This design comes from an exercise in tuning for a short achievable clock period and few clock cycles on the open sky130 flow, not from production work. The RTL was checked by simulation tests, not by an equivalence proof against the original design. Power is estimated from default activity; no workload was simulated.

## build 69
==> module fetch_next, before the edit <==
module fetch_next
#(
    parameter int SW = 8
) (
    input  core_pkg::word_t    imem_data,
    input  core_pkg::word_t    pc,
    input  core_pkg::word_t    pc_plus1,
    input  logic [31-SW:0]     hi_inc,
    input  logic [31-SW:0]     hi_dec,
    input  logic [31:0]        rf_nonzero,
    input  logic [31:0]        x_hit,
    input  logic               x_pred_nz,
    input  logic               redirect,
    input  core_pkg::word_t    redirect_pc,
    output core_pkg::word_t    pc_next,
    output logic               pred_taken
);
    logic            is_j;
    logic            pred_if_nz;
    logic            pred_if_z;
    logic            take_target;
    core_pkg::word_t br_target;
    core_pkg::word_t other_pc;
    assign is_j = (imem_data[core_pkg::OPCODE_MSB:core_pkg::OPCODE_LSB] == core_pkg::OP_J);
    branch_target #(.SW(SW)) u_target (
        .imm    (imem_data[SW-1:0]),
        .pc     (pc),
        .hi_inc (hi_inc),
        .hi_dec (hi_dec),
        .target (br_target)
    );
    bne_predict #(.SW(SW)) u_predict (
        .imem_data  (imem_data),
        .rf_nonzero (rf_nonzero),
        .x_hit      (x_hit),
        .pred_if_nz (pred_if_nz),
        .pred_if_z  (pred_if_z)
    );
    always_comb begin
        if (redirect) begin
            other_pc = redirect_pc;
        end else if (is_j) begin
            other_pc = {{(core_pkg::WORD_W-core_pkg::TARGET_MSB-1){1'b0}}, imem_data[core_pkg::TARGET_MSB:0]};
        end else begin
            other_pc = pc_plus1;
        end
    end
    assign pred_taken = x_pred_nz ? pred_if_nz : pred_if_z;
    assign take_target = pred_taken && !redirect;
    pc_pick u_pick (
        .sel     (take_target),
        .pc_if_1 (br_target),
        .pc_if_0 (other_pc),
        .pc_next (pc_next)
    );
endmodule
clock: 7.0 ns
lec_check: 0
cap_margin: 40
cell_pad_in_sites_detail_placement: 1
core_margin: 2
core_utilization: 35
gpl_timing_driven: 1
place_density: 0.5
setup_slack_margin: 4.0
slew_margin: 60
synth_hierarchical: 1
run.sh (not shown) runs the stock make flow with config.mk's settings and CLKGATE_MAP_FILE= SYNTH_SCRIPT=/design/flow/synth_recipe.tcl, a recipe that flattens the netlist after the stock synthesis.
Testbench counts of build 69, summed over its fixed seeds: cycles 22,630.
> inputs changed (build 69 -> trial 74)
--- a/flow/design.v
+++ b/flow/design.v
@@ -361,13 +361,14 @@
     output logic               pred_taken
 );
     logic            is_j;
     logic            pred_if_nz;
     logic            pred_if_z;
-    logic            take_target;
     core_pkg::word_t br_target;
     core_pkg::word_t other_pc;
+    core_pkg::word_t pc_if_nz;
+    core_pkg::word_t pc_if_z;
     assign is_j = (imem_data[core_pkg::OPCODE_MSB:core_pkg::OPCODE_LSB] == core_pkg::OP_J);
     branch_target #(.SW(SW)) u_target (
         .imm    (imem_data[SW-1:0]),
         .pc     (pc),
         .hi_inc (hi_inc),
@@ -388,16 +389,17 @@
             other_pc = {{(core_pkg::WORD_W-core_pkg::TARGET_MSB-1){1'b0}}, imem_data[core_pkg::TARGET_MSB:0]};
         end else begin
             other_pc = pc_plus1;
         end
     end
+    assign pc_if_nz = (pred_if_nz && !redirect) ? br_target : other_pc;
+    assign pc_if_z  = (pred_if_z  && !redirect) ? br_target : other_pc;
     assign pred_taken = x_pred_nz ? pred_if_nz : pred_if_z;
-    assign take_target = pred_taken && !redirect;
     pc_pick u_pick (
-        .sel     (take_target),
-        .pc_if_1 (br_target),
-        .pc_if_0 (other_pc),
+        .sel     (x_pred_nz),
+        .pc_if_1 (pc_if_nz),
+        .pc_if_0 (pc_if_z),
         .pc_next (pc_next)
     );
 endmodule
 module pc_port
 #(
## What came out
[compare] base=build 69 new=trial 74: clock-pin slew on the worst setup and hold paths about even, multi-input gate share of total cell area level, register fraction of the total cell area dropped 0.61 points, internal power of the cells increased by 0.12 mW relative to the old numbers, worst hold margin now sits lower. Summary of the comparison: clock tree cell share of total cell area is lower in trial 74, relative to build 69. Compared with build 69, trial 74 instantiates a larger number of cells. The capturing instance or port of the critical path comes out u_exec.u_xb.q[9] in one run and u_exec.u_xb.q[10] in the other, namely in build 69 and trial 74 respectively.
Testbench counts of trial 74, summed over its fixed seeds: cycles 22,630.

==> what the ideal ports hide <==
The flow's constraints put no driver on any port. The routed layouts listed below were extracted and timed again, unchanged, in two steps.
Step 1, drivers: a clkbuf_16 drives clock and a buf_2 each remaining input, both assumed.
Step 2 moves the port delays by t, midway between the first and last clock arrival at a register: inputs arrive t later, outputs are due t later. That takes back most of the time a late clock gives input paths.
a / b / c = ideal / step 1 / step 2; a / b = the first two.
| run | shift t [ns] | slack for setup (ns) | hold WS [ns] | worst data-port slew with drivers (ns) | cell pins on the clock port's net |
|---|---|---|---|---|---|
| build 69 | 1.034 | 3.153 / 2.971 / 1.938 | 0.303 / 0.242 / 0.503 | 0.65 | 1 |
| trial 74 | 1.064 | 3.055 / 2.877 / 1.813 | 0.266 / 0.203 / 0.502 | 0.45 | 1 |
After both steps every run listed still meets setup and hold. For trial 74, which loses most, drivers alone change the setup slack by -0.178 ns; drivers and shift together by -1.242 ns.
